Source: an optimization exercise on an open RTL-to-GDS flow (aim: small area, a short achievable clock period and few clock cycles per item). Production flows keep margins and buffers that such runs may drop. Only simulation tests tie the RTL to the original design; equivalence was not proved.

## flow/design.v (module list and top-level ports; edited modules follow where they fit)
// module cmul_round: 1267 lines
// module bfly_add: 225 lines
// module butterfly2_pipe: 192 lines
module butterfly2_pipe #(
    parameter int N = 16,
    parameter int Q = 14
) (
    input  logic                clk,
    input  logic                rst,
    input  logic                in_valid,
    output logic                in_ready,
    input  logic                in_inv,
    input  logic                in_scale,
    input  logic signed [N-1:0] in0_r,
    input  logic signed [N-1:0] in0_i,
    input  logic signed [N-1:0] in1_r,
    input  logic signed [N-1:0] in1_i,
    input  logic signed [N-1:0] twiddle_r,
    input  logic signed [N-1:0] twiddle_i,
    output logic                out_valid,
    input  logic                out_ready,
    output logic signed [N-1:0] out0_r,
    output logic signed [N-1:0] out0_i,
    output logic signed [N-1:0] out1_r,
    output logic signed [N-1:0] out1_i,
    output logic                ovf,
    input  logic                ovf_clr
);
  // ...
==> flow/run.sh <==
#!/bin/bash
# synth_recipe.tcl (not shown) runs the flow's synth.tcl, then flattens the netlist and writes it again
# the make line also repeats each setting of config.mk as NAME=value (left out here)
make -C /OpenROAD-flow-scripts/flow DESIGN_CONFIG=/design/flow/config.mk WORK_HOME=/design/flow/orfs CLKGATE_MAP_FILE= SYNTH_SCRIPT=/design/flow/synth_recipe.tcl finish
==> flow/config.mk <==
export PLATFORM = sky130hd
export DESIGN_NAME = butterfly2_pipe
export DESIGN_NICKNAME = butterfly2_pipe
export VERILOG_FILES = /design/flow/design.v
export SDC_FILE = /design/flow/constraint.sdc
export NUM_CORES = 4
export LEC_CHECK = 0
export CAP_MARGIN = 20
export CORE_MARGIN = 2
export CORE_UTILIZATION = 50
export SETUP_SLACK_MARGIN = 4.6
export SLEW_MARGIN = 20
==> flow/constraint.sdc <==
create_clock -name core_clock -period 9.0 [get_ports {clk}]
set_input_delay 1.8000 -clock core_clock [delete_from_list [all_inputs] [get_ports {clk}]]
set_output_delay 1.8000 -clock core_clock [all_outputs]
set_load 0.01 [all_outputs]
==> results by group, run 1 <==
Finish
  • Buffers outside the clock class: 314
  • Multi-input logic area: 25790 um2
  • Largest cell class by area: multi-input combinational cells

Route
  • Routed length on met3: 12350 um
  • Top Metal Used: met4
  • DRT Wirelength: 121200 um
  • Routed vias: 28.45k

Worst setup path
  • Worst path max stage delay: 0.54 ns
  • Most Frequent Cell on Critical Path: fa_1

Global route
  • Global Route Usage Sum: 29.82%
  • Initial antenna violation count: 0

Clock tree
  • Number of setup buffers added after CTS: 36
  • Cts bufs inserted: 45
  • Depth of the CTS H-tree: 2

Logic synthesis
  • #FFs+latches synth: 363
  • Netlist Area Pre-Place: 38990 um2
  • Synth Flop Type: edfxtp_1

Run status
  • Status: timing/DRC/antenna clean

Die
  • I/O pin total: 170
  • Initial core utilization: 50.41%

Timing
  • Setup TNS: 0 ns
  • Worst setup margin: 4.608 ns

Min path
  • Hold WC Path Type: reg2reg

Placed design
  • Post-DP HPWL: 81070 um
Testbench counts, summed over its fixed seeds: cycles 24,024, items 24,000.
==> module bfly_add, before the edit <==
module bfly_add (
    input  logic [16:0] ap,
    input  logic [21:0] r0,
    input  logic [21:0] r1,
    input  logic [21:0] r2,
    input  logic        cl,
    output logic [17:0] x0,
    output logic [17:0] x1
);
    logic xs0;
    logic xc0;
    logic xs1;
    logic xc1;
    logic xs2;
    logic xc2;
    logic xs3;
    logic xc3;
    logic xs4;
    logic xc4;
    logic xs5;
    logic xc5;
    logic xs6;
    logic xc6;
    logic xs7;
    logic xc7;
    logic xs8;
    logic xc8;
    logic xs9;
    logic xc9;
    logic xs10;
    logic xc10;
    logic xs11;
    logic xc11;
    logic xs12;
    logic xc12;
    logic xs13;
    logic xc13;
    logic xs14;
    logic xc14;
    logic xs15;
    logic xc15;
    logic xs16;
    logic xc16;
    logic xs17;
    logic xc17;
    logic xs18;
    logic xc18;
    logic xs19;
    logic xc19;
    logic xs20;
    logic xc20;
    logic xs21;
    logic xc21;
    logic zh0;
    logic zk0;
    logic zs22;
    logic zc22;
    logic zs23;
    logic zc23;
    logic zs24;
    logic zc24;
    logic zs25;
    logic zc25;
    logic zs26;
    logic zc26;
    logic zs27;
    logic zc27;
    logic zs28;
    logic zc28;
    logic zs29;
    logic zc29;
    logic zs30;
    logic zc30;
    logic zs31;
    logic zc31;
    logic zs32;
    logic zc32;
    logic zs33;
    logic zc33;
    logic zs34;
    logic zc34;
    logic zs35;
    logic zc35;
    logic zs36;
    logic zc36;
    logic zs37;
    logic zc37;
    logic zs38;
    logic zc38;
    logic apn4;
    logic apn5;
    logic apn6;
    logic apn7;
    logic apn8;
    logic apn9;
    logic apn10;
    logic apn11;
    logic apn12;
    logic apn13;
    logic apn14;
    logic apn15;
    logic apn16;
    logic apn17;
    logic apn18;
    logic apn19;
    logic apn20;
    logic apn21;
    logic yh1;
    logic yk1;
    logic ys39;
    logic yc39;
    logic ys40;
    logic yc40;
    logic ys41;
    logic yc41;
    logic ys42;
    logic yc42;
    logic ys43;
    logic yc43;
    logic ys44;
    logic yc44;
    logic ys45;
    logic yc45;
    logic ys46;
    logic yc46;
    logic ys47;
    logic yc47;
    logic ys48;
    logic yc48;
    logic ys49;
    logic yc49;
    logic ys50;
    logic yc50;
    logic ys51;
    logic yc51;
    logic ys52;
    logic yc52;
    logic ys53;
    logic yc53;
    logic ys54;
    logic yc54;
    logic ys55;
    logic yc55;
    logic [21:0] w_p, w_m;
    assign {xc0, xs0} = r0[0] + r1[0] + r2[0];
    assign {xc1, xs1} = r0[1] + r1[1] + r2[1];
    assign {xc2, xs2} = r0[2] + r1[2] + r2[2];
    assign {xc3, xs3} = r0[3] + r1[3] + r2[3];
    assign {xc4, xs4} = r0[4] + r1[4] + r2[4];
    assign {xc5, xs5} = r0[5] + r1[5] + r2[5];
    assign {xc6, xs6} = r0[6] + r1[6] + r2[6];
    assign {xc7, xs7} = r0[7] + r1[7] + r2[7];
    assign {xc8, xs8} = r0[8] + r1[8] + r2[8];
    assign {xc9, xs9} = r0[9] + r1[9] + r2[9];
    assign {xc10, xs10} = r0[10] + r1[10] + r2[10];
    assign {xc11, xs11} = r0[11] + r1[11] + r2[11];
    assign {xc12, xs12} = r0[12] + r1[12] + r2[12];
    assign {xc13, xs13} = r0[13] + r1[13] + r2[13];
    assign {xc14, xs14} = r0[14] + r1[14] + r2[14];
    assign {xc15, xs15} = r0[15] + r1[15] + r2[15];
    assign {xc16, xs16} = r0[16] + r1[16] + r2[16];
    assign {xc17, xs17} = r0[17] + r1[17] + r2[17];
    assign {xc18, xs18} = r0[18] + r1[18] + r2[18];
    assign {xc19, xs19} = r0[19] + r1[19] + r2[19];
    assign {xc20, xs20} = r0[20] + r1[20] + r2[20];
    assign {xc21, xs21} = r0[21] + r1[21] + r2[21];
    assign {zk0, zh0} = ap[0] + xc3;
    assign {zc22, zs22} = ap[1] + xc4 + xs5;
    assign {zc23, zs23} = ap[2] + xc5 + xs6;
    assign {zc24, zs24} = ap[3] + xc6 + xs7;
    assign {zc25, zs25} = ap[4] + xc7 + xs8;
    assign {zc26, zs26} = ap[5] + xc8 + xs9;
    assign {zc27, zs27} = ap[6] + xc9 + xs10;
    assign {zc28, zs28} = ap[7] + xc10 + xs11;
    assign {zc29, zs29} = ap[8] + xc11 + xs12;
    assign {zc30, zs30} = ap[9] + xc12 + xs13;
    assign {zc31, zs31} = ap[10] + xc13 + xs14;
    assign {zc32, zs32} = ap[11] + xc14 + xs15;
    assign {zc33, zs33} = ap[12] + xc15 + xs16;
    assign {zc34, zs34} = ap[13] + xc16 + xs17;
    assign {zc35, zs35} = ap[14] + xc17 + xs18;
    assign {zc36, zs36} = ap[15] + xc18 + xs19;
    assign {zc37, zs37} = ap[16] + xc19 + xs20;
    assign {zc38, zs38} = ap[16] + xc20 + xs21;
    assign apn4 = ~ap[0];
    assign apn5 = ~ap[1];
    assign apn6 = ~ap[2];
    assign apn7 = ~ap[3];
    assign apn8 = ~ap[4];
    assign apn9 = ~ap[5];
    assign apn10 = ~ap[6];
    assign apn11 = ~ap[7];
    assign apn12 = ~ap[8];
    assign apn13 = ~ap[9];
    assign apn14 = ~ap[10];
    assign apn15 = ~ap[11];
    assign apn16 = ~ap[12];
    assign apn17 = ~ap[13];
    assign apn18 = ~ap[14];
    assign apn19 = ~ap[15];
    assign apn20 = ~ap[16];
    assign apn21 = ~ap[16];
    assign {yk1, yh1} = apn4 + xc3;
    assign {yc39, ys39} = apn5 + xc4 + xs5;
    assign {yc40, ys40} = apn6 + xc5 + xs6;
    assign {yc41, ys41} = apn7 + xc6 + xs7;
    assign {yc42, ys42} = apn8 + xc7 + xs8;
    assign {yc43, ys43} = apn9 + xc8 + xs9;
    assign {yc44, ys44} = apn10 + xc9 + xs10;
    assign {yc45, ys45} = apn11 + xc10 + xs11;
    assign {yc46, ys46} = apn12 + xc11 + xs12;
    assign {yc47, ys47} = apn13 + xc12 + xs13;
    assign {yc48, ys48} = apn14 + xc13 + xs14;
    assign {yc49, ys49} = apn15 + xc14 + xs15;
    assign {yc50, ys50} = apn16 + xc15 + xs16;
    assign {yc51, ys51} = apn17 + xc16 + xs17;
    assign {yc52, ys52} = apn18 + xc17 + xs18;
    assign {yc53, ys53} = apn19 + xc18 + xs19;
    assign {yc54, ys54} = apn20 + xc19 + xs20;
    assign {yc55, ys55} = apn21 + xc20 + xs21;
    assign w_p = {zc37, zc36, zc35, zc34, zc33, zc32, zc31, zc30, zc29, zc28, zc27, zc26, zc25, zc24, zc23, zc22, zk0, xs4, xc2, xc1, xc0, cl} + {zs38, zs37, zs36, zs35, zs34, zs33, zs32, zs31, zs30, zs29, zs28, zs27, zs26, zs25, zs24, zs23, zs22, zh0, xs3, xs2, xs1, xs0};
    assign w_m = {yc54, yc53, yc52, yc51, yc50, yc49, yc48, yc47, yc46, yc45, yc44, yc43, yc42, yc41, yc40, yc39, yk1, xs4, xc2, xc1, xc0, cl} + {ys55, ys54, ys53, ys52, ys51, ys50, ys49, ys48, ys47, ys46, ys45, ys44, ys43, ys42, ys41, ys40, ys39, yh1, xs3, xs2, xs1, xs0};
    assign x0 = w_p[21:4];
    assign x1 = ~w_m[21:4];
endmodule
==> module butterfly2_pipe, before the edit <==
module butterfly2_pipe #(
    parameter int N = 16,
    parameter int Q = 14
) (
    input  logic                clk,
    input  logic                rst,
    input  logic                in_valid,
    output logic                in_ready,
    input  logic                in_inv,
    input  logic                in_scale,
    input  logic signed [N-1:0] in0_r,
    input  logic signed [N-1:0] in0_i,
    input  logic signed [N-1:0] in1_r,
    input  logic signed [N-1:0] in1_i,
    input  logic signed [N-1:0] twiddle_r,
    input  logic signed [N-1:0] twiddle_i,
    output logic                out_valid,
    input  logic                out_ready,
    output logic signed [N-1:0] out0_r,
    output logic signed [N-1:0] out0_i,
    output logic signed [N-1:0] out1_r,
    output logic signed [N-1:0] out1_i,
    output logic                ovf,
    input  logic                ovf_clr
);
    localparam int L  = 10;             
    localparam int WR = 32 - L;
    logic                w_en;
    logic                r_v1, r_v2, r_v3;
    logic [7:0]          w_one_r, w_two_r, w_neg_r;
    logic [7:0]          w_one_i, w_two_i, w_negi_re, w_negi_im;
    for (genvar k = 0; k < 8; k++) begin : g_booth
        logic hr, mr, lr, hi, mi, li;
        assign hr = twiddle_r[2*k+1];
        assign mr = twiddle_r[2*k];
        assign hi = twiddle_i[2*k+1];
        assign mi = twiddle_i[2*k];
        if (k == 0) begin : g_lsb
            assign lr = 1'b0;
            assign li = 1'b0;
        end else begin : g_mid
            assign lr = twiddle_r[2*k-1];
            assign li = twiddle_i[2*k-1];
        end
        assign w_one_r[k]   = mr ^ lr;
        assign w_two_r[k]   = (hr ^ mr) & ~(mr ^ lr);
        assign w_neg_r[k]   = hr;
        assign w_one_i[k]   = mi ^ li;
        assign w_two_i[k]   = (hi ^ mi) & ~(mi ^ li);
        assign w_negi_re[k] = hi ^ ~in_inv;
        assign w_negi_im[k] = hi ^ in_inv;
    end
    logic [15:0]         r_ar1, r_ai1, r_br1, r_bi1;
    logic [7:0]          r_one_r1, r_two_r1, r_neg_r1;
    logic [7:0]          r_one_i1, r_two_i1, r_negi_re1, r_negi_im1;
    logic                r_sc1;
    logic [WR-1:0]       w_re0, w_re1, w_re2, w_im0, w_im1, w_im2;
    logic                w_cl_re, w_cl_im;
    logic [WR-1:0]       r_re0, r_re1, r_re2, r_im0, r_im1, r_im2;
    logic                r_cl_re, r_cl_im;
    logic [16:0]         r_apr2, r_api2;    
    logic                r_sc2;
    logic [17:0]         w_x0r, w_x0i, w_x1r, w_x1i;
    logic [3:0]          w_sat;
    logic [17:0]         r_x0r, r_x0i, r_x1r, r_x1i;
    logic                r_sc3;
    logic                r_ovf;
    assign w_en     = ~r_v3 | out_ready;
    assign in_ready = w_en;
    always_ff @(posedge clk) begin
        if (rst) begin
            r_v1 <= 1'b0;
            r_v2 <= 1'b0;
            r_v3 <= 1'b0;
        end else if (w_en) begin
            r_v1 <= in_valid;
            r_v2 <= r_v1;
            r_v3 <= r_v2;
        end
    end
    always_ff @(posedge clk) begin
        if (w_en) begin
            r_ar1      <= in0_r;
            r_ai1      <= in0_i;
            r_br1      <= in1_r;
            r_bi1      <= in1_i;
            r_one_r1   <= w_one_r;
            r_two_r1   <= w_two_r;
            r_neg_r1   <= w_neg_r;
            r_one_i1   <= w_one_i;
            r_two_i1   <= w_two_i;
            r_negi_re1 <= w_negi_re;
            r_negi_im1 <= w_negi_im;
            r_sc1      <= in_scale;
        end
    end
    cmul_round u_re (
        .b1   (r_br1),
        .b2   (r_bi1),
        .neg1 (r_neg_r1),
        .one1 (r_one_r1),
        .two1 (r_two_r1),
        .neg2 (r_negi_re1),
        .one2 (r_one_i1),
        .two2 (r_two_i1),
        .r0   (w_re0),
        .r1   (w_re1),
        .r2   (w_re2),
        .cl   (w_cl_re)
    );
    cmul_round u_im (
        .b1   (r_br1),
        .b2   (r_bi1),
        .neg1 (r_negi_im1),
        .one1 (r_one_i1),
        .two1 (r_two_i1),
        .neg2 (r_neg_r1),
        .one2 (r_one_r1),
        .two2 (r_two_r1),
        .r0   (w_im0),
        .r1   (w_im1),
        .r2   (w_im2),
        .cl   (w_cl_im)
    );
    always_ff @(posedge clk) begin
        if (w_en) begin
            r_re0   <= w_re0;
            r_re1   <= w_re1;
            r_re2   <= w_re2;
            r_cl_re <= w_cl_re;
            r_im0   <= w_im0;
            r_im1   <= w_im1;
            r_im2   <= w_im2;
            r_cl_im <= w_cl_im;
            r_apr2  <= {r_ar1[15], r_ar1} + {16'd0, r_sc1};
            r_api2  <= {r_ai1[15], r_ai1} + {16'd0, r_sc1};
            r_sc2   <= r_sc1;
        end
    end
    bfly_add u_xr (.ap(r_apr2), .r0(r_re0), .r1(r_re1), .r2(r_re2), .cl(r_cl_re), .x0(w_x0r), .x1(w_x1r));
    bfly_add u_xi (.ap(r_api2), .r0(r_im0), .r1(r_im1), .r2(r_im2), .cl(r_cl_im), .x0(w_x0i), .x1(w_x1i));
    function automatic logic [16:0] sat_fn(input logic [17:0] x, input logic sc);
        logic ov;
        logic [15:0] v;
        if (sc) begin
            ov = x[17] ^ x[16];
            v  = x[16:1];
        end else begin
            ov = (x[17] ^ x[16]) | (x[16] ^ x[15]);
            v  = x[15:0];
        end
        if (ov) sat_fn = {1'b1, x[17], {15{~x[17]}}};
        else    sat_fn = {1'b0, v};
    endfunction
    function automatic logic ov_fn(input logic [17:0] x, input logic sc);
        if (sc) ov_fn = x[17] ^ x[16];
        else    ov_fn = (x[17] ^ x[16]) | (x[16] ^ x[15]);
    endfunction
    assign w_sat[0] = ov_fn(w_x0r, r_sc2);
    assign w_sat[1] = ov_fn(w_x0i, r_sc2);
    assign w_sat[2] = ov_fn(w_x1r, r_sc2);
    assign w_sat[3] = ov_fn(w_x1i, r_sc2);
    always_ff @(posedge clk) begin
        if (w_en) begin
            r_x0r <= w_x0r;
            r_x0i <= w_x0i;
            r_x1r <= w_x1r;
            r_x1i <= w_x1i;
            r_sc3 <= r_sc2;
        end
    end
    always_ff @(posedge clk) begin
        if (rst) begin
            r_ovf <= 1'b0;
        end else if (w_en && r_v2 && (|w_sat)) begin
            r_ovf <= 1'b1;
        end else if (ovf_clr) begin
            r_ovf <= 1'b0;
        end
    end
    logic [16:0] w_o0r, w_o0i, w_o1r, w_o1i;
    assign w_o0r = sat_fn(r_x0r, r_sc3);
    assign w_o0i = sat_fn(r_x0i, r_sc3);
    assign w_o1r = sat_fn(r_x1r, r_sc3);
    assign w_o1i = sat_fn(r_x1i, r_sc3);
    assign out_valid = r_v3;
    assign out0_r    = w_o0r[15:0];
    assign out0_i    = w_o0i[15:0];
    assign out1_r    = w_o1r[15:0];
    assign out1_i    = w_o1i[15:0];
    assign ovf       = r_ovf;
endmodule
==> inputs of run 2 (changes only) <==
--- a/flow/design.v
+++ b/flow/design.v
@@ -2,20 +2,19 @@
     input  logic [15:0] b1,
     input  logic [15:0] b2,
     input  logic [7:0]  neg1,
     input  logic [7:0]  one1,
     input  logic [7:0]  two1,
     input  logic [7:0]  neg2,
     input  logic [7:0]  one2,
     input  logic [7:0]  two2,
-    output logic [21:0] r0,
-    output logic [21:0] r1,
-    output logic [21:0] r2,
-    output logic        cl
+    output logic [31:0] r0,
+    output logic [31:0] r1,
+    output logic [21:0] r2
 );
     logic pp1_0_0;
     logic pp1_0_1;
     logic pp1_0_2;
     logic pp1_0_3;
     logic pp1_0_4;
     logic pp1_0_5;
     logic pp1_0_6;
@@ -747,17 +746,16 @@
     logic s211;
     logic c211;
     logic h19;
     logic k19;
     logic s212;
     logic c212;
     logic h20;
     logic k20;
-    logic [10:0] w_lo;
     assign pp1_0_0 = (one1[0] & b1[0]) ^ neg1[0];
     assign pp1_0_1 = ((one1[0] & b1[1]) | (two1[0] & b1[0])) ^ neg1[0];
     assign pp1_0_2 = ((one1[0] & b1[2]) | (two1[0] & b1[1])) ^ neg1[0];
     assign pp1_0_3 = ((one1[0] & b1[3]) | (two1[0] & b1[2])) ^ neg1[0];
     assign pp1_0_4 = ((one1[0] & b1[4]) | (two1[0] & b1[3])) ^ neg1[0];
     assign pp1_0_5 = ((one1[0] & b1[5]) | (two1[0] & b1[4])) ^ neg1[0];
     assign pp1_0_6 = ((one1[0] & b1[6]) | (two1[0] & b1[5])) ^ neg1[0];
     assign pp1_0_7 = ((one1[0] & b1[7]) | (two1[0] & b1[6])) ^ neg1[0];
@@ -1254,31 +1252,30 @@
     assign {c207, s207} = pp1_6_15 + pp1_7_13 + pp2_6_15;
     assign {c208, s208} = pp2_7_13 + c203 + c204;
     assign {c209, s209} = s207 + c205 + s208;
     assign {c210, s210} = 1'b1 + pp1_6_16 + pp1_7_14;
     assign {c211, s211} = pp2_6_16 + pp2_7_14 + c207;
     assign {k19, h19} = s210 + s211;
     assign {c212, s212} = pp1_7_15 + pp2_7_15 + c210;
     assign {k20, h20} = 1'b1 + pp1_7_16;
-    assign r0 = {k20, pp2_7_16, c211, c208, c206, s206, c197, s197, c184, s184, c167, s167, c146, s146, c121, k12, k11, s95, c70, k9, s59, c40};
-    assign r1 = {1'b0, h20, s212, h19, s209, h18, s202, h17, k16, h16, k15, h15, k14, h14, k13, s121, s108, h11, s81, h10, h9, s50};
+    assign r0 = {k20, pp2_7_16, c211, c208, c206, s206, c197, s197, c184, s184, c167, s167, c146, s146, c121, k12, k11, s95, c70, k9, s59, c40, k7, k6, s24, s18, s12, s8, s4, s2, h0, pp2_0_0};
+    assign r1 = {1'b0, h20, s212, h19, s209, h18, s202, h17, k16, h16, k15, h15, k14, h14, k13, s121, s108, h11, s81, h10, h9, s50, h8, h7, h6, h5, h4, h3, h2, h1, c0, s0};
     assign r2 = {1'b0, c212, k19, c209, k18, c202, k17, c191, s191, c176, s176, c157, s157, c134, s134, h13, h12, c82, s82, s70, c50, k8};
-    assign w_lo = {1'b0, {k7, k6, s24, s18, s12, s8, s4, s2, c0, pp2_0_0}} + {1'b0, {h8, h7, h6, h5, h4, h3, h2, h1, h0, s0}};
-    assign cl = w_lo[10];
 endmodule
 module bfly_add (
     input  logic [16:0] ap,
-    input  logic [21:0] r0,
-    input  logic [21:0] r1,
+    input  logic [31:0] r0,
+    input  logic [31:0] r1,
     input  logic [21:0] r2,
-    input  logic        cl,
     output logic [17:0] x0,
     output logic [17:0] x1
 );
+    logic xh0;
+    logic xk0;
     logic xs0;
     logic xc0;
     logic xs1;
     logic xc1;
     logic xs2;
     logic xc2;
     logic xs3;
     logic xc3;
@@ -1311,20 +1308,20 @@
     logic xs17;
     logic xc17;
     logic xs18;
     logic xc18;
     logic xs19;
     logic xc19;
     logic xs20;
     logic xc20;
-    logic xs21;
-    logic xc21;
-    logic zh0;
-    logic zk0;
+    logic zh1;
+    logic zk1;
+    logic zs21;
+    logic zc21;
     logic zs22;
     logic zc22;
     logic zs23;
     logic zc23;
     logic zs24;
     logic zc24;
     logic zs25;
     logic zc25;
@@ -1347,38 +1344,38 @@
     logic zs34;
     logic zc34;
     logic zs35;
     logic zc35;
     logic zs36;
     logic zc36;
     logic zs37;
     logic zc37;
-    logic zs38;
-    logic zc38;
-    logic apn4;
-    logic apn5;
-    logic apn6;
-    logic apn7;
-    logic apn8;
-    logic apn9;
-    logic apn10;
-    logic apn11;
-    logic apn12;
-    logic apn13;
     logic apn14;
     logic apn15;
     logic apn16;
     logic apn17;
     logic apn18;
     logic apn19;
     logic apn20;
     logic apn21;
-    logic yh1;
-    logic yk1;
+    logic apn22;
+    logic apn23;
+    logic apn24;
+    logic apn25;
+    logic apn26;
+    logic apn27;
+    logic apn28;
+    logic apn29;
+    logic apn30;
+    logic apn31;
+    logic yh2;
+    logic yk2;
+    logic ys38;
+    logic yc38;
     logic ys39;
     logic yc39;
     logic ys40;
     logic yc40;
     logic ys41;
     logic yc41;
     logic ys42;
     logic yc42;
@@ -1401,99 +1398,97 @@
     logic ys51;
     logic yc51;
     logic ys52;
     logic yc52;
     logic ys53;
     logic yc53;
     logic ys54;
     logic yc54;
-    logic ys55;
-    logic yc55;
-    logic [21:0] w_p, w_m;
-    assign {xc0, xs0} = r0[0] + r1[0] + r2[0];
-    assign {xc1, xs1} = r0[1] + r1[1] + r2[1];
-    assign {xc2, xs2} = r0[2] + r1[2] + r2[2];
-    assign {xc3, xs3} = r0[3] + r1[3] + r2[3];
-    assign {xc4, xs4} = r0[4] + r1[4] + r2[4];
-    assign {xc5, xs5} = r0[5] + r1[5] + r2[5];
-    assign {xc6, xs6} = r0[6] + r1[6] + r2[6];
-    assign {xc7, xs7} = r0[7] + r1[7] + r2[7];
-    assign {xc8, xs8} = r0[8] + r1[8] + r2[8];
-    assign {xc9, xs9} = r0[9] + r1[9] + r2[9];
-    assign {xc10, xs10} = r0[10] + r1[10] + r2[10];
-    assign {xc11, xs11} = r0[11] + r1[11] + r2[11];
-    assign {xc12, xs12} = r0[12] + r1[12] + r2[12];
-    assign {xc13, xs13} = r0[13] + r1[13] + r2[13];
-    assign {xc14, xs14} = r0[14] + r1[14] + r2[14];
-    assign {xc15, xs15} = r0[15] + r1[15] + r2[15];
-    assign {xc16, xs16} = r0[16] + r1[16] + r2[16];
-    assign {xc17, xs17} = r0[17] + r1[17] + r2[17];
-    assign {xc18, xs18} = r0[18] + r1[18] + r2[18];
-    assign {xc19, xs19} = r0[19] + r1[19] + r2[19];
-    assign {xc20, xs20} = r0[20] + r1[20] + r2[20];
-    assign {xc21, xs21} = r0[21] + r1[21] + r2[21];
-    assign {zk0, zh0} = ap[0] + xc3;
-    assign {zc22, zs22} = ap[1] + xc4 + xs5;
-    assign {zc23, zs23} = ap[2] + xc5 + xs6;
-    assign {zc24, zs24} = ap[3] + xc6 + xs7;
-    assign {zc25, zs25} = ap[4] + xc7 + xs8;
-    assign {zc26, zs26} = ap[5] + xc8 + xs9;
-    assign {zc27, zs27} = ap[6] + xc9 + xs10;
-    assign {zc28, zs28} = ap[7] + xc10 + xs11;
-    assign {zc29, zs29} = ap[8] + xc11 + xs12;
-    assign {zc30, zs30} = ap[9] + xc12 + xs13;
-    assign {zc31, zs31} = ap[10] + xc13 + xs14;
-    assign {zc32, zs32} = ap[11] + xc14 + xs15;
-    assign {zc33, zs33} = ap[12] + xc15 + xs16;
-    assign {zc34, zs34} = ap[13] + xc16 + xs17;
-    assign {zc35, zs35} = ap[14] + xc17 + xs18;
-    assign {zc36, zs36} = ap[15] + xc18 + xs19;
+    logic [31:0] w_p, w_m;
+    assign {xk0, xh0} = r0[10] + r1[10];
+    assign {xc0, xs0} = r0[11] + r1[11] + r2[1];
+    assign {xc1, xs1} = r0[12] + r1[12] + r2[2];
+    assign {xc2, xs2} = r0[13] + r1[13] + r2[3];
+    assign {xc3, xs3} = r0[14] + r1[14] + r2[4];
+    assign {xc4, xs4} = r0[15] + r1[15] + r2[5];
+    assign {xc5, xs5} = r0[16] + r1[16] + r2[6];
+    assign {xc6, xs6} = r0[17] + r1[17] + r2[7];
+    assign {xc7, xs7} = r0[18] + r1[18] + r2[8];
+    assign {xc8, xs8} = r0[19] + r1[19] + r2[9];
+    assign {xc9, xs9} = r0[20] + r1[20] + r2[10];
+    assign {xc10, xs10} = r0[21] + r1[21] + r2[11];
+    assign {xc11, xs11} = r0[22] + r1[22] + r2[12];
+    assign {xc12, xs12} = r0[23] + r1[23] + r2[13];
+    assign {xc13, xs13} = r0[24] + r1[24] + r2[14];
+    assign {xc14, xs14} = r0[25] + r1[25] + r2[15];
+    assign {xc15, xs15} = r0[26] + r1[26] + r2[16];
+    assign {xc16, xs16} = r0[27] + r1[27] + r2[17];
+    assign {xc17, xs17} = r0[28] + r1[28] + r2[18];
+    assign {xc18, xs18} = r0[29] + r1[29] + r2[19];
+    assign {xc19, xs19} = r0[30] + r1[30] + r2[20];
+    assign {xc20, xs20} = r0[31] + r1[31] + r2[21];
+    assign {zk1, zh1} = ap[0] + xc2;
+    assign {zc21, zs21} = ap[1] + xc3 + xs4;
+    assign {zc22, zs22} = ap[2] + xc4 + xs5;
+    assign {zc23, zs23} = ap[3] + xc5 + xs6;
+    assign {zc24, zs24} = ap[4] + xc6 + xs7;
+    assign {zc25, zs25} = ap[5] + xc7 + xs8;
+    assign {zc26, zs26} = ap[6] + xc8 + xs9;
+    assign {zc27, zs27} = ap[7] + xc9 + xs10;
+    assign {zc28, zs28} = ap[8] + xc10 + xs11;
+    assign {zc29, zs29} = ap[9] + xc11 + xs12;
+    assign {zc30, zs30} = ap[10] + xc12 + xs13;
+    assign {zc31, zs31} = ap[11] + xc13 + xs14;
+    assign {zc32, zs32} = ap[12] + xc14 + xs15;
+    assign {zc33, zs33} = ap[13] + xc15 + xs16;
+    assign {zc34, zs34} = ap[14] + xc16 + xs17;
+    assign {zc35, zs35} = ap[15] + xc17 + xs18;
+    assign {zc36, zs36} = ap[16] + xc18 + xs19;
     assign {zc37, zs37} = ap[16] + xc19 + xs20;
-    assign {zc38, zs38} = ap[16] + xc20 + xs21;
-    assign apn4 = ~ap[0];
-    assign apn5 = ~ap[1];
-    assign apn6 = ~ap[2];
-    assign apn7 = ~ap[3];
-    assign apn8 = ~ap[4];
-    assign apn9 = ~ap[5];
-    assign apn10 = ~ap[6];
-    assign apn11 = ~ap[7];
-    assign apn12 = ~ap[8];
-    assign apn13 = ~ap[9];
-    assign apn14 = ~ap[10];
-    assign apn15 = ~ap[11];
-    assign apn16 = ~ap[12];
-    assign apn17 = ~ap[13];
-    assign apn18 = ~ap[14];
-    assign apn19 = ~ap[15];
-    assign apn20 = ~ap[16];
-    assign apn21 = ~ap[16];
-    assign {yk1, yh1} = apn4 + xc3;
-    assign {yc39, ys39} = apn5 + xc4 + xs5;
-    assign {yc40, ys40} = apn6 + xc5 + xs6;
-    assign {yc41, ys41} = apn7 + xc6 + xs7;
-    assign {yc42, ys42} = apn8 + xc7 + xs8;
-    assign {yc43, ys43} = apn9 + xc8 + xs9;
-    assign {yc44, ys44} = apn10 + xc9 + xs10;
-    assign {yc45, ys45} = apn11 + xc10 + xs11;
-    assign {yc46, ys46} = apn12 + xc11 + xs12;
-    assign {yc47, ys47} = apn13 + xc12 + xs13;
-    assign {yc48, ys48} = apn14 + xc13 + xs14;
-    assign {yc49, ys49} = apn15 + xc14 + xs15;
-    assign {yc50, ys50} = apn16 + xc15 + xs16;
-    assign {yc51, ys51} = apn17 + xc16 + xs17;
-    assign {yc52, ys52} = apn18 + xc17 + xs18;
-    assign {yc53, ys53} = apn19 + xc18 + xs19;
-    assign {yc54, ys54} = apn20 + xc19 + xs20;
-    assign {yc55, ys55} = apn21 + xc20 + xs21;
-    assign w_p = {zc37, zc36, zc35, zc34, zc33, zc32, zc31, zc30, zc29, zc28, zc27, zc26, zc25, zc24, zc23, zc22, zk0, xs4, xc2, xc1, xc0, cl} + {zs38, zs37, zs36, zs35, zs34, zs33, zs32, zs31, zs30, zs29, zs28, zs27, zs26, zs25, zs24, zs23, zs22, zh0, xs3, xs2, xs1, xs0};
-    assign w_m = {yc54, yc53, yc52, yc51, yc50, yc49, yc48, yc47, yc46, yc45, yc44, yc43, yc42, yc41, yc40, yc39, yk1, xs4, xc2, xc1, xc0, cl} + {ys55, ys54, ys53, ys52, ys51, ys50, ys49, ys48, ys47, ys46, ys45, ys44, ys43, ys42, ys41, ys40, ys39, yh1, xs3, xs2, xs1, xs0};
-    assign x0 = w_p[21:4];
-    assign x1 = ~w_m[21:4];
+    assign apn14 = ~ap[0];
+    assign apn15 = ~ap[1];
+    assign apn16 = ~ap[2];
+    assign apn17 = ~ap[3];
+    assign apn18 = ~ap[4];
+    assign apn19 = ~ap[5];
+    assign apn20 = ~ap[6];
+    assign apn21 = ~ap[7];
+    assign apn22 = ~ap[8];
+    assign apn23 = ~ap[9];
+    assign apn24 = ~ap[10];
+    assign apn25 = ~ap[11];
+    assign apn26 = ~ap[12];
+    assign apn27 = ~ap[13];
+    assign apn28 = ~ap[14];
+    assign apn29 = ~ap[15];
+    assign apn30 = ~ap[16];
+    assign apn31 = ~ap[16];
+    assign {yk2, yh2} = apn14 + xc2;
+    assign {yc38, ys38} = apn15 + xc3 + xs4;
+    assign {yc39, ys39} = apn16 + xc4 + xs5;
+    assign {yc40, ys40} = apn17 + xc5 + xs6;
+    assign {yc41, ys41} = apn18 + xc6 + xs7;
+    assign {yc42, ys42} = apn19 + xc7 + xs8;
+    assign {yc43, ys43} = apn20 + xc8 + xs9;
+    assign {yc44, ys44} = apn21 + xc9 + xs10;
+    assign {yc45, ys45} = apn22 + xc10 + xs11;
+    assign {yc46, ys46} = apn23 + xc11 + xs12;
+    assign {yc47, ys47} = apn24 + xc12 + xs13;
+    assign {yc48, ys48} = apn25 + xc13 + xs14;
+    assign {yc49, ys49} = apn26 + xc14 + xs15;
+    assign {yc50, ys50} = apn27 + xc15 + xs16;
+    assign {yc51, ys51} = apn28 + xc16 + xs17;
+    assign {yc52, ys52} = apn29 + xc17 + xs18;
+    assign {yc53, ys53} = apn30 + xc18 + xs19;
+    assign {yc54, ys54} = apn31 + xc19 + xs20;
+    assign w_p = {zc36, zc35, zc34, zc33, zc32, zc31, zc30, zc29, zc28, zc27, zc26, zc25, zc24, zc23, zc22, zc21, zk1, xs3, xc1, xc0, xk0, r2[0], r0[9], r0[8], r0[7], r0[6], r0[5], r0[4], r0[3], r0[2], r0[1], r0[0]} + {zs37, zs36, zs35, zs34, zs33, zs32, zs31, zs30, zs29, zs28, zs27, zs26, zs25, zs24, zs23, zs22, zs21, zh1, xs2, xs1, xs0, xh0, r1[9], r1[8], r1[7], r1[6], r1[5], r1[4], r1[3], r1[2], r1[1], r1[0]};
+    assign w_m = {yc53, yc52, yc51, yc50, yc49, yc48, yc47, yc46, yc45, yc44, yc43, yc42, yc41, yc40, yc39, yc38, yk2, xs3, xc1, xc0, xk0, r2[0], r0[9], r0[8], r0[7], r0[6], r0[5], r0[4], r0[3], r0[2], r0[1], r0[0]} + {ys54, ys53, ys52, ys51, ys50, ys49, ys48, ys47, ys46, ys45, ys44, ys43, ys42, ys41, ys40, ys39, ys38, yh2, xs2, xs1, xs0, xh0, r1[9], r1[8], r1[7], r1[6], r1[5], r1[4], r1[3], r1[2], r1[1], r1[0]};
+    assign x0 = w_p[31:14];
+    assign x1 = ~w_m[31:14];
 endmodule
 module butterfly2_pipe #(
     parameter int N = 16,
     parameter int Q = 14
 ) (
     input  logic                clk,
     input  logic                rst,
     input  logic                in_valid,
@@ -1541,20 +1536,20 @@
         assign w_two_i[k]   = (hi ^ mi) & ~(mi ^ li);
         assign w_negi_re[k] = hi ^ ~in_inv;
         assign w_negi_im[k] = hi ^ in_inv;
     end
     logic [15:0]         r_ar1, r_ai1, r_br1, r_bi1;
     logic [7:0]          r_one_r1, r_two_r1, r_neg_r1;
     logic [7:0]          r_one_i1, r_two_i1, r_negi_re1, r_negi_im1;
     logic                r_sc1;
-    logic [WR-1:0]       w_re0, w_re1, w_re2, w_im0, w_im1, w_im2;
-    logic                w_cl_re, w_cl_im;
-    logic [WR-1:0]       r_re0, r_re1, r_re2, r_im0, r_im1, r_im2;
-    logic                r_cl_re, r_cl_im;
+    logic [31:0]         w_re0, w_re1, w_im0, w_im1;
+    logic [WR-1:0]       w_re2, w_im2;
+    logic [31:0]         r_re0, r_re1, r_im0, r_im1;
+    logic [WR-1:0]       r_re2, r_im2;
     logic [16:0]         r_apr2, r_api2;    
     logic                r_sc2;
     logic [17:0]         w_x0r, w_x0i, w_x1r, w_x1i;
     logic [3:0]          w_sat;
     logic [17:0]         r_x0r, r_x0i, r_x1r, r_x1i;
     logic                r_sc3;
     logic                r_ovf;
     assign w_en     = ~r_v3 | out_ready;
@@ -1592,50 +1587,46 @@
         .neg1 (r_neg_r1),
         .one1 (r_one_r1),
         .two1 (r_two_r1),
         .neg2 (r_negi_re1),
         .one2 (r_one_i1),
         .two2 (r_two_i1),
         .r0   (w_re0),
         .r1   (w_re1),
-        .r2   (w_re2),
-        .cl   (w_cl_re)
+        .r2   (w_re2)
     );
     cmul_round u_im (
         .b1   (r_br1),
         .b2   (r_bi1),
         .neg1 (r_negi_im1),
         .one1 (r_one_i1),
         .two1 (r_two_i1),
         .neg2 (r_neg_r1),
         .one2 (r_one_r1),
         .two2 (r_two_r1),
         .r0   (w_im0),
         .r1   (w_im1),
-        .r2   (w_im2),
-        .cl   (w_cl_im)
+        .r2   (w_im2)
     );
     always_ff @(posedge clk) begin
         if (w_en) begin
             r_re0   <= w_re0;
             r_re1   <= w_re1;
             r_re2   <= w_re2;
-            r_cl_re <= w_cl_re;
             r_im0   <= w_im0;
             r_im1   <= w_im1;
             r_im2   <= w_im2;
-            r_cl_im <= w_cl_im;
             r_apr2  <= {r_ar1[15], r_ar1} + {16'd0, r_sc1};
             r_api2  <= {r_ai1[15], r_ai1} + {16'd0, r_sc1};
             r_sc2   <= r_sc1;
         end
     end
-    bfly_add u_xr (.ap(r_apr2), .r0(r_re0), .r1(r_re1), .r2(r_re2), .cl(r_cl_re), .x0(w_x0r), .x1(w_x1r));
-    bfly_add u_xi (.ap(r_api2), .r0(r_im0), .r1(r_im1), .r2(r_im2), .cl(r_cl_im), .x0(w_x0i), .x1(w_x1i));
+    bfly_add u_xr (.ap(r_apr2), .r0(r_re0), .r1(r_re1), .r2(r_re2), .x0(w_x0r), .x1(w_x1r));
+    bfly_add u_xi (.ap(r_api2), .r0(r_im0), .r1(r_im1), .r2(r_im2), .x0(w_x0i), .x1(w_x1i));
     function automatic logic [16:0] sat_fn(input logic [17:0] x, input logic sc);
         logic ov;
         logic [15:0] v;
         if (sc) begin
             ov = x[17] ^ x[16];
             v  = x[16:1];
         end else begin
             ov = (x[17] ^ x[16]) | (x[16] ^ x[15]);
==> flow/config.mk (replaced) <==
export PLATFORM = sky130hd
export DESIGN_NAME = butterfly2_pipe
export DESIGN_NICKNAME = butterfly2_pipe
export VERILOG_FILES = /design/flow/design.v
export SDC_FILE = /design/flow/constraint.sdc
export NUM_CORES = 4
export LEC_CHECK = 0
export CAP_MARGIN = 20
export CORE_MARGIN = 2
export CORE_UTILIZATION = 50
export SETUP_SLACK_MARGIN = 4.8
export SLEW_MARGIN = 20
==> results by group, run 2 <==
Placed design
  • Placed insts: 4662 (was 4553)
  • Placer congestion estimate: 0.9148 (was 0.9215)
  • Placed cell area: 43080 um2 (was 41530 um2)
  • PortBufs: 169 (unchanged)
  • Post-DP HPWL: 82520 um (was 81070 um)

Logic synthesis
  • Mean Syn Cell Area: 11.14 um2 (was 11.00 um2)
  • Netlist Area Pre-Place: 40510 um2 (was 38990 um2)
  • Largest cells by area after synthesis: edfxtp_1 (29%), fa_1 (25%), xnor2_1 (12%), a22oi_1 (8.9%), ha_1 (4.9%) (was edfxtp_1 (28%), fa_1 (26%), xnor2_1 (12%), a22oi_1 (9.2%), ha_1 (5.0%))
  • Share of the yosys chip area belonging to registers: 29.62% (was 27.86%)
  • Cell with the most instances after synthesis: xnor2_1 (unchanged)
  • Post-synth top area share: 29.43% (was 27.65%)
  • Yosys top cell by area: edfxtp_1 (unchanged)
  • Post-synth top cells: xnor2_1 (553), fa_1 (512), a22oi_1 (480) (was xnor2_1 (549), fa_1 (514), a22oi_1 (480))
  • Synth warn: 1 (unchanged)
  • Syn Inst Count: 3637 (was 3546)
  • EDFF count, synth: 397 (was 359)
  • Synth Flop Type: edfxtp_1 (unchanged)
  • Asr flop ratio synth: 0% (unchanged)
  • Netlist cell types: 79 (was 68)
  • Post-synth net total: 4412 (was 4319)
  • #FFs+latches synth: 401 (was 363)

Timing
  • Tcrit/Tclk final: 47.59% (was 48.80%)
  • Final setup fails: 0 (unchanged)
  • Final count of pins violating max slew: 0 (unchanged)
  • Fmax: 0.2335 GHz (was 0.2277 GHz)
  • Worst Clk Skew: 0.03219 ns (was 0.02938 ns)
  • Final Hold Slack: 0.4748 ns (was 0.4801 ns)
  • Post-layout min period: 4.283 ns (was 4.392 ns)
  • Slew @ Worst Pin: 0.9644 ns (was 0.8361 ns)
  • Endpoints failing hold: 0 (unchanged)
  • Setup TNS: 0 ns (unchanged)
  • RSZ-0062 raised after global routing: true (unchanged)
  • Max_slew headroom: 35.71% (was 43.86%)

Route
  • Residual DRC: 0 (unchanged)
  • Antenna Nets Post-Route: 0 (unchanged)
  • Routed vias: 29.80k (was 28.45k)
  • Initial DRT Pass Iterations: 8 (unchanged)
  • Drt initial violations: 3380 (was 3010)
  • Wire per inst: 27.14 um (was 25.77 um)
  • DRT Wirelength: 130900 um (was 121200 um)
  • Vias/cell: 6.179 (was 6.051)

Worst setup path
  • Worst setup path class: reg2out (was reg2reg)
  • CP Max Fanout: 10 (was 8)
  • Worst path max stage delay: 0.50 ns (was 0.54 ns)
  • Crit path max-delay family: buffers and inverters (was adder cells)
  • Critical Path Sink Type: primary output (was flip-flop)
  • Worst R2R Path Depth: 17 (was 12)
  • Arr. time, crit path: 2.48 ns (was 4.73 ns)
  • Number of buffers and inverters on the critical path: 3 (was 5)
  • R2R Path End: r_ovf$_SDFFE_PP0P_ (was r_im2[7]$_DFFE_PN_)
  • Worst Path Required: 7.20 ns (was 9.34 ns)
  • Setup crit start kind: flip-flop (unchanged)
  • Worst-path cell chain: buf_4, clkbuf_16, and2_1, a211oi_1, nor2_1, clkdlybuf4s50_1 (was buf_12, buf_4, buf_4, o21ai_0, xor2_1, fa_1, inv_1, fa_1, fa_1, fa_1, fa_1, inv_1)
  • Reg-to-reg startpoint: r_im0[24]$_DFFE_PN_ (was r_one_i1[0]$_DFFE_PN_)
  • Slowest CP cell: edfxtp_1 (was fa_1)
  • Worst R2R Setup Slack: 4.80 ns (was 4.61 ns)

Global route
  • Global routing usage on met3: 8.310% (was 7.544%)
  • Top Usage Layer GRT: met2 (unchanged)
  • Initial antenna violation count: 3 (was 0)
  • GR Util met2: 47.82% (was 47.66%)
  • Total gr overflow: 0 (unchanged)
  • Largest net degree at the start of global routing: 136 (was 75)
  • Number of global-route vias before repair: 31.10k (was 29.99k)
  • Met1 Usage GRT: 42.07% (was 38.96%)
  • First-pass GRT wire length: 193200 um (was 182300 um)
  • Global Route Usage Sum: 31.27% (was 29.82%)

Die
  • Die footprint: 83320 um2 (was 80230 um2)
  • Initial core utilization: 50.38% (was 50.41%)
  • Placeable Area: 80420 um2 (was 77340 um2)
  • Chip width: 288.7 um (was 283.2 um)
  • Die H: 288.7 um (was 283.2 um)
  • Site Rows: 104 (was 102)
  • I/O pin total: 170 (unchanged)

Clock tree
  • TritonCTS clock tree: built (unchanged)
  • Bufs on Longest Clock Path: 3 (unchanged)
  • Depth of the CTS H-tree: 2 (unchanged)
  • CTS Hold Buffers Added: 0 (unchanged)
  • CTS Root Cell: clkbuf_16 (unchanged)
  • Cts bufs inserted: 49 (was 45)
  • Clk slew on worst S/H paths: 0.06 ns (was 0.05 ns)
  • Clock latency on the worst-skew pair: 0.62 ns (was 0.61 ns)
  • CTS sink count: 401 (was 363)

Min path
  • Worst hold path stage count: 2 (unchanged)
  • Hold WC Path Type: reg2reg (unchanged)
  • Hold EP: r_v3$_SDFFE_PP0N_ (unchanged)
  • Hold Startpoint: r_v2$_SDFFE_PP0N_ (unchanged)

Finish
  • Regs by FF count: r_im0: 32 flops, r_re0: 32 flops (was r_im0: 22 flops, r_re0: 22 flops)
  • Layout cells sized above 1: 11.11% (was 8.522%)
  • Commonest non-fill, non-tap cell in the layout: xnor2_1 (unchanged)
  • NumNets Final: 4498 (was 4399)
  • Final Cell Area: 46290 um2 (was 44430 um2)
  • Synthesis-to-layout area growth: 14.27% (was 13.97%)
  • Most frequent cells in the layout: xnor2_1 (540), fa_1 (502), a22oi_1 (480) (was xnor2_1 (539), fa_1 (511), a22oi_1 (473))
  • Final cell count without fillers: 4823 (was 4702)

Flow run
  • Maxcap violations: 0 (unchanged)

Run status
  • Status: timing/DRC/antenna clean (unchanged)
## run 2: changes by cell type in the layout (fill, tap and decap cells not counted), moves of 18 or more
cell	previous run	this run
edfxtp_1	359	397
dlygate4sd2_1	1	28
nor2b_1	51	22
ha_1	156	138
ha_4	0	18
clkdlybuf4s50_1	157	117
and2_1	3	30
## run 2: repair_timing
action / in CTS / in global routing
gates cloned: 6 / 4
pin swaps: 27 / 46
setup buffers: 24 / 36
setup endpoints to repair: 214 / 80
gates resized for setup: 161 / 166
## run 2: final cells by class
cell class / instances / area [um2]
Clock buffer: 55 / 1249
Multi-Input combinational cell: 2527 / 26670
Clock inverter: 35 / 290.3
Fill cell: 6698 / 34120
Timing Repair inverter: 1 / 8.758
Timing Repair Buffer: 313 / 3065
Tap cell: 1060 / 1326
Antenna cell: 1 / 2.502
Inverter: 430 / 1678
Sequential cell: 401 / 12000
## run 2: worst max-delay path by stage
stage / startpoint / endpoint / slack, ns / cells past startpoint
6_report: r_sc3$_DFFE_PN_ / out1_r[1] / 4.72 / 6
5_1_grt: r_x1r[17]$_DFFE_PN_ / out1_r[0] / 4.62 / 5
4_1_cts: r_sc3$_DFFE_PN_ / out0_r[13] / 4.57 / 6
3_5_place_dp: out_ready / in_ready / 3.50 / 3
3_3_place_gp: out_ready / in_ready / 3.54 / 3
2_1_floorplan: out_ready / in_ready / 4.25 / 2
## run 2: logic make-up (layout without fill, tap and decap cells)
| kind of cell | after synthesis | after routing | share of synthesized area, % |
|---|---|---|---|
| compound gates | 785 | 786 | 13.85 |
| buf+inv | 713 | 834 | 6.609 |
| fa+ha+maj | 672 | 672 | 30.24 |
| xor+xnor | 672 | 672 | 14.57 |
| flops | 401 | 401 | 29.62 |
| simple gates | 372 | 375 | 4.543 |
| mux | 22 | 22 | 0.5528 |
| other cells | 0 | 1 | 0 |
## run 2: tightest hold or removal path: stages, from the launching register on
cell and delay, ns:
dfxtp_1 0.32, inv_1 0.05, a21oi_1 0.05
## run 2: routing by layer
| metal | up-vias | wire length (um) |
|---|---|---|
| met3 | 455 | 15360 |
| met5 | - | 19 |
| met1 | 14860 | 51060 |
| li1 | 12520 | - |
| met4 | 2 | 6362 |
| met2 | 1968 | 58110 |
## run 2: per-stage QoR
step | setup WS, ns | util [%]
floorplan | 4.247 | -
CTS | 4.573 | 56.43
detailed placement | 3.502 | 53.57
global route | 4.619 | 57.56
global placement | 3.541 | 53.57
finish | 4.717 | 57.57
Testbench counts of run 2, summed over its fixed seeds: cycles 24,024, items 24,000.
==> inputs of run 3 (changes only) <==
--- a/flow/design.v
+++ b/flow/design.v
@@ -1513,6 +1513,7 @@
     localparam int L  = 10;             
     localparam int WR = 32 - L;
-    logic                w_en;
-    logic                r_v1, r_v2, r_v3;
+    logic                w_en;               
+    logic                w_ld3;              
+    logic                r_v1, r_v2, r_v3, r_vk;
     logic [7:0]          w_one_r, w_two_r, w_neg_r;
     logic [7:0]          w_one_i, w_two_i, w_negi_re, w_negi_im;
@@ -1552,6 +1553,11 @@
     logic [17:0]         r_x0r, r_x0i, r_x1r, r_x1i;
     logic                r_sc3;
+    logic [3:0]          r_sat3;             
     logic                r_ovf;
-    assign w_en     = ~r_v3 | out_ready;
+    logic [17:0]         r_k0r, r_k0i, r_k1r, r_k1i;
+    logic                r_ksc;
+    logic [3:0]          r_ksat;
+    assign w_en     = ~r_vk;
+    assign w_ld3    = ~r_v3 | out_ready;
     assign in_ready = w_en;
     always_ff @(posedge clk) begin
@@ -1559,9 +1565,16 @@
             r_v1 <= 1'b0;
             r_v2 <= 1'b0;
-            r_v3 <= 1'b0;
         end else if (w_en) begin
             r_v1 <= in_valid;
             r_v2 <= r_v1;
-            r_v3 <= r_v2;
+        end
+    end
+    always_ff @(posedge clk) begin
+        if (rst) begin
+            r_v3 <= 1'b0;
+            r_vk <= 1'b0;
+        end else begin
+            if (w_ld3) r_v3 <= r_vk | r_v2;
+            r_vk <= ~out_ready & (r_vk | (r_v2 & r_v3));
         end
     end
@@ -1623,16 +1636,9 @@
     bfly_add u_xr (.ap(r_apr2), .r0(r_re0), .r1(r_re1), .r2(r_re2), .x0(w_x0r), .x1(w_x1r));
     bfly_add u_xi (.ap(r_api2), .r0(r_im0), .r1(r_im1), .r2(r_im2), .x0(w_x0i), .x1(w_x1i));
-    function automatic logic [16:0] sat_fn(input logic [17:0] x, input logic sc);
-        logic ov;
-        logic [15:0] v;
-        if (sc) begin
-            ov = x[17] ^ x[16];
-            v  = x[16:1];
-        end else begin
-            ov = (x[17] ^ x[16]) | (x[16] ^ x[15]);
-            v  = x[15:0];
-        end
-        if (ov) sat_fn = {1'b1, x[17], {15{~x[17]}}};
-        else    sat_fn = {1'b0, v};
+    function automatic logic [15:0] sat_fn(input logic [17:0] x, input logic sc,
+                                           input logic ov);
+        if (ov)      sat_fn = {x[17], {15{~x[17]}}};
+        else if (sc) sat_fn = x[16:1];
+        else         sat_fn = x[15:0];
     endfunction
     function automatic logic ov_fn(input logic [17:0] x, input logic sc);
@@ -1646,9 +1652,29 @@
     always_ff @(posedge clk) begin
         if (w_en) begin
-            r_x0r <= w_x0r;
-            r_x0i <= w_x0i;
-            r_x1r <= w_x1r;
-            r_x1i <= w_x1i;
-            r_sc3 <= r_sc2;
+            r_k0r  <= w_x0r;
+            r_k0i  <= w_x0i;
+            r_k1r  <= w_x1r;
+            r_k1i  <= w_x1i;
+            r_ksc  <= r_sc2;
+            r_ksat <= w_sat;
+        end
+    end
+    always_ff @(posedge clk) begin
+        if (w_ld3) begin
+            if (r_vk) begin
+                r_x0r <= r_k0r;
+                r_x0i <= r_k0i;
+                r_x1r <= r_k1r;
+                r_x1i <= r_k1i;
+                r_sc3  <= r_ksc;
+                r_sat3 <= r_ksat;
+            end else begin
+                r_x0r <= w_x0r;
+                r_x0i <= w_x0i;
+                r_x1r <= w_x1r;
+                r_x1i <= w_x1i;
+                r_sc3  <= r_sc2;
+                r_sat3 <= w_sat;
+            end
         end
     end
@@ -1656,5 +1682,5 @@
         if (rst) begin
             r_ovf <= 1'b0;
-        end else if (w_en && r_v2 && (|w_sat)) begin
+        end else if (w_ld3 && (r_vk ? (|r_ksat) : (r_v2 && (|w_sat)))) begin
             r_ovf <= 1'b1;
         end else if (ovf_clr) begin
@@ -1662,14 +1688,14 @@
         end
     end
-    logic [16:0] w_o0r, w_o0i, w_o1r, w_o1i;
-    assign w_o0r = sat_fn(r_x0r, r_sc3);
-    assign w_o0i = sat_fn(r_x0i, r_sc3);
-    assign w_o1r = sat_fn(r_x1r, r_sc3);
-    assign w_o1i = sat_fn(r_x1i, r_sc3);
+    logic [15:0] w_o0r, w_o0i, w_o1r, w_o1i;
+    assign w_o0r = sat_fn(r_x0r, r_sc3, r_sat3[0]);
+    assign w_o0i = sat_fn(r_x0i, r_sc3, r_sat3[1]);
+    assign w_o1r = sat_fn(r_x1r, r_sc3, r_sat3[2]);
+    assign w_o1i = sat_fn(r_x1i, r_sc3, r_sat3[3]);
     assign out_valid = r_v3;
-    assign out0_r    = w_o0r[15:0];
-    assign out0_i    = w_o0i[15:0];
-    assign out1_r    = w_o1r[15:0];
-    assign out1_i    = w_o1i[15:0];
+    assign out0_r    = w_o0r;
+    assign out0_i    = w_o0i;
+    assign out1_r    = w_o1r;
+    assign out1_i    = w_o1i;
     assign ovf       = r_ovf;
 endmodule
--- a/flow/config.mk
+++ b/flow/config.mk
@@ -8,5 +8,5 @@
 export CAP_MARGIN = 20
 export CORE_MARGIN = 2
-export CORE_UTILIZATION = 50
-export SETUP_SLACK_MARGIN = 4.8
+export CORE_UTILIZATION = 40
+export SETUP_SLACK_MARGIN = 5
 export SLEW_MARGIN = 20
==> results by group, run 3 <==
Run status
  • Status: timing/DRC/antenna clean (unchanged)

Timing
  • Post-layout min period: 4.374 ns (was 4.283 ns)
  • Worst setup margin: 4.626 ns (was 4.717 ns)
  • Endpoints failing hold: 0 (unchanged)
  • Tcrit/Tclk final: 48.60% (was 47.59%)
  • Setup TNS: 0 ns (unchanged)
  • Max_slew headroom: 23.74% (was 35.71%)
  • Final setup fails: 0 (unchanged)
  • Fmax: 0.2286 GHz (was 0.2335 GHz)
  • Slew @ Worst Pin: 1.136 ns (was 0.9644 ns)
  • Worst Clk Skew: 0.03136 ns (was 0.03219 ns)
  • RSZ-0062 raised after global routing: true (unchanged)
  • Final count of pins violating max slew: 0 (unchanged)

Logic synthesis
  • Post-synth top area share: 28.13% (was 29.43%)
  • Mean Syn Cell Area: 11.06 um2 (was 11.14 um2)
  • EDFF count, synth: 401 (was 397)
  • Netlist cell types: 73 (was 79)
  • Netlist Area Pre-Place: 42810 um2 (was 40510 um2)
  • Synth Flop Type: edfxtp_1 (unchanged)
  • Share of the yosys chip area belonging to registers: 31.96% (was 29.62%)
  • #FFs+latches synth: 483 (was 401)
  • Asr flop ratio synth: 0% (unchanged)
  • Complex-gate fraction of the synthesized area: 14.36% (was 13.85%)
  • Syn Inst Count: 3869 (was 3637)
  • Main combinational cell family by area after synthesis: adder cells (unchanged)
  • Simple-gate share of the synthesized area: 5.279% (was 4.543%)
  • Post-synth net total: 4644 (was 4412)
  • Largest cells by area after synthesis: edfxtp_1 (28%), fa_1 (24%), xnor2_1 (11%), a22oi_1 (8.4%), ha_1 (4.7%) (was edfxtp_1 (29%), fa_1 (25%), xnor2_1 (12%), a22oi_1 (8.9%), ha_1 (4.9%))
  • Post-synthesis mux area share: 0.4998% (was 0.5528%)
  • Adder-cell area share of the yosys netlist: 28.64% (was 30.24%)
  • Cell with the most instances after synthesis: xnor2_1 (unchanged)
  • Post-synth top cells: xnor2_1 (537), fa_1 (512), a22oi_1 (481) (was xnor2_1 (553), fa_1 (512), a22oi_1 (480))
  • Synth warn: 1 (unchanged)
  • Yosys top cell by area: edfxtp_1 (unchanged)
  • Xor/xnor cell area share of the yosys netlist: 13.07% (was 14.57%)

Die
  • Die H: 331.1 um (was 288.7 um)
  • Die footprint: 109700 um2 (was 83320 um2)
  • Site Rows: 120 (was 104)
  • Placeable Area: 106600 um2 (was 80420 um2)
  • Chip width: 331.1 um (was 288.7 um)
  • Initial core utilization: 40.16% (was 50.38%)
  • I/O pin total: 170 (unchanged)

Route
  • Drt initial violations: 3179 (was 3380)
  • Initial DRT Pass Iterations: 7 (was 8)
  • Vias/cell: 5.705 (was 6.179)
  • Residual DRC: 0 (unchanged)
  • DRT Wirelength: 133500 um (was 130900 um)
  • Routed vias: 30.92k (was 29.80k)
  • Antenna Nets Post-Route: 0 (unchanged)
  • Wire per inst: 24.63 um (was 27.14 um)

Worst setup path
  • Slowest CP cell: fa_2 (was edfxtp_1)
  • Arr. time, crit path: 4.78 ns (was 2.48 ns)
  • CP Max Fanout: 5 (was 10)
  • Number of buffers and inverters on the critical path: 1 (was 3)
  • Critical Path Sink Type: flip-flop (was primary output)
  • Worst-path cell chain: fa_2, fa_1, ha_4, a21oi_2, o21ai_2, a221oi_2, o21ai_2, o211ai_2, a211oi_4, buf_4, o2111a_1, a211oi_4, o311ai_2, a21o_1, mux2_4 (was buf_4, clkbuf_16, and2_1, a211oi_1, nor2_1, clkdlybuf4s50_1)
  • Worst Path Required: 9.41 ns (was 7.20 ns)
  • Setup crit start kind: flip-flop (unchanged)
  • Crit path max-delay family: compound AO/OA/AOI/OAI gates (was buffers and inverters)
  • Worst path max stage delay: 0.62 ns (was 0.50 ns)
  • Worst setup path class: reg2reg (was reg2out)

Placed design
  • Post-DP HPWL: 87200 um (was 82520 um)
  • Placer congestion estimate: 0.8770 (was 0.9148)
  • PortBufs: 169 (unchanged)
  • Placed insts: 5214 (was 4662)
  • Post-place setup slack: 4.077 ns (was 3.502 ns)

Global route
  • Total gr overflow: 0 (unchanged)
  • Initial antenna violation count: 4 (was 3)
  • Largest net degree at the start of global routing: 80 (was 136)
  • Number of global-route vias before repair: 31.61k (was 31.10k)
  • First-pass GRT wire length: 199400 um (was 193200 um)
  • Global Route Usage Sum: 24.06% (was 31.27%)

Finish
  • Commonest non-fill, non-tap cell in the layout: xnor2_1 (unchanged)
  • # diodes: 0 (was 1)
  • Final cell count without fillers: 5420 (was 4823)
  • Most frequent cells in the layout: xnor2_1 (529), fa_1 (485), a22oi_1 (461) (was xnor2_1 (540), fa_1 (502), a22oi_1 (480))
  • Regs by FF count: r_im0: 32 flops, r_re0: 32 flops (unchanged)
  • Synthesis-to-layout area growth: 17.22% (was 14.27%)
  • Fillers: 9846 (was 6698)
  • NumNets Final: 4745 (was 4498)
  • Layout cells sized above 1: 11.92% (was 11.11%)

Min path
  • Hold WC Path Type: reg2reg (unchanged)

Clock tree
  • CTS Root Cell: clkbuf_16 (unchanged)
  • Clock latency on the worst-skew pair: 0.67 ns (was 0.62 ns)
  • Bufs on Longest Clock Path: 3 (unchanged)
  • Depth of the CTS H-tree: 2 (unchanged)
  • Cts bufs inserted: 57 (was 49)
  • CTS sink count: 483 (was 401)
  • Clk slew on worst S/H paths: 0.06 ns (about the same)
  • TritonCTS clock tree: built (unchanged)

Flow run
  • Maxcap violations: 0 (unchanged)
==> run 3: changes by cell type after synthesis, moves of 26 or more <==
cell	previous run	this run
dfxtp_1	4	82
nor2b_1	24	67
nand2_1	94	156
o21ai_0	70	132
a21oi_1	82	52
inv_1	409	372
nor2_1	102	128
==> run 3: area by class of cell <==
type / count / area [um2] / share of cell area [%]
Inverter: 396 / 1560 / 3.109
Sequential cell: 483 / 13690 / 27.28
Multi-Input combinational cell: 2681 / 27540 / 54.88
Clock inverter: 28 / 271.5 / 0.5411
Clock buffer: 78 / 1577 / 3.142
Tap cell: 1403 / 1755 / 3.498
Timing Repair Buffer: 351 / 3789 / 7.550
==> run 3: worst register-to-register path, stage by stage (launching register included) <==
cell	delay, ns
edfxtp_1	0.46
fa_2	0.62
fa_1	0.47
ha_4	0.26
a21oi_2	0.14
o21ai_2	0.08
a221oi_2	0.30
o21ai_2	0.11
o211ai_2	0.25
a211oi_4	0.13
buf_4	0.17
o2111a_1	0.26
a211oi_4	0.28
o311ai_2	0.14
a21o_1	0.20
mux2_4	0.27
==> run 3: path summary, 6_finish.rpt <==
kind | from | slack, ns | depth (start not counted) | endpoint
setup / recovery | r_im2[7]$_DFFE_PN_ | 4.63 | 15 | r_sat3[3]$_DFFE_PP_
hold / removal | r_k1i[3]$_DFF_P_ | 0.45 | 2 | r_k1i[3]$_DFF_P_
setup reg to reg | r_im2[7]$_DFFE_PN_ | 4.63 | 15 | r_sat3[3]$_DFFE_PP_
hold reg to reg | r_k1i[3]$_DFF_P_ | 0.45 | 2 | r_k1i[3]$_DFF_P_
==> run 3: cells by family (layout without fill, tap and decap cells) <==
| kind of cell | after synthesis | after routing |
|---|---|---|
| AOI/OAI and AO/OA | 868 | 868 |
| and+or+nand+nor | 482 | 482 |
| xor gates and xnor gates | 639 | 639 |
| buffers and inverters | 705 | 853 |
| DFF | 483 | 483 |
| muxes | 19 | 19 |
| adders and majority gates | 673 | 673 |
==> run 3: per-stage QoR <==
stage / instance area [um2] / hold slack (ns) / util [%]
floorplan: 42980 / 0.4117 / -
global placement: 45880 / 0.4329 / 43.04
detailed placement: 45880 / 0.4368 / 43.04
CTS: 48780 / 0.4525 / 45.76
global route: 50180 / 0.4781 / 47.07
finish: 50180 / 0.4473 / 47.07
==> run 3: layer usage <==
metal	vias up	wire length [um]	track usage [%]	part of all wire (%)
met5	-	20	0	0.015
met4	4	4802	8.049	3.6
met3	349	14470	5.984	11
met2	1778	58010	35.79	43
met1	15360	56200	34.30	42
li1	13430	-	-	-
==> run 3: repair_timing <==
action	CTS	global route
pin swaps	55	80
endpoints found under the setup margin	171	115
hold buffers	0	0
cloned	1	5
gates resized for setup	216	276
buffers inserted	56	37
Testbench counts of run 3, summed over its fixed seeds: cycles 24,024, items 24,000.

## port drivers added, routing unchanged
Ports are ideal in the flow. The routed layouts listed here were re-timed in OpenROAD. Step 1: set_driving_cell puts a clkbuf_16 on clk and a buf_2 on each other input, an assumption about the parent block. Step 2 also shifts input and output timing later by t, the mid clock arrival at the registers, as if the neighbouring blocks saw the same clock. a / b / c = no drivers / after step 1 / after step 2; a / b = the first two.
run	shift t [ns]	slack for setup (ns)	worst setup path at the end	worst data-port slew with drivers (ns)	pins driven straight from the clock port
run 1	0.659	4.608 / 4.564 / 4.346	input to register	0.07	1
run 2	0.676	4.717 / 4.648 / 4.394	input to register	0.05	1
run 3	0.726	4.626 / 4.626 / 4.626	register to register	0.07	1
After both steps every run listed still meets setup and hold. For run 2, which loses most, drivers alone change the setup slack by -0.069 ns; drivers and shift together by -0.323 ns.
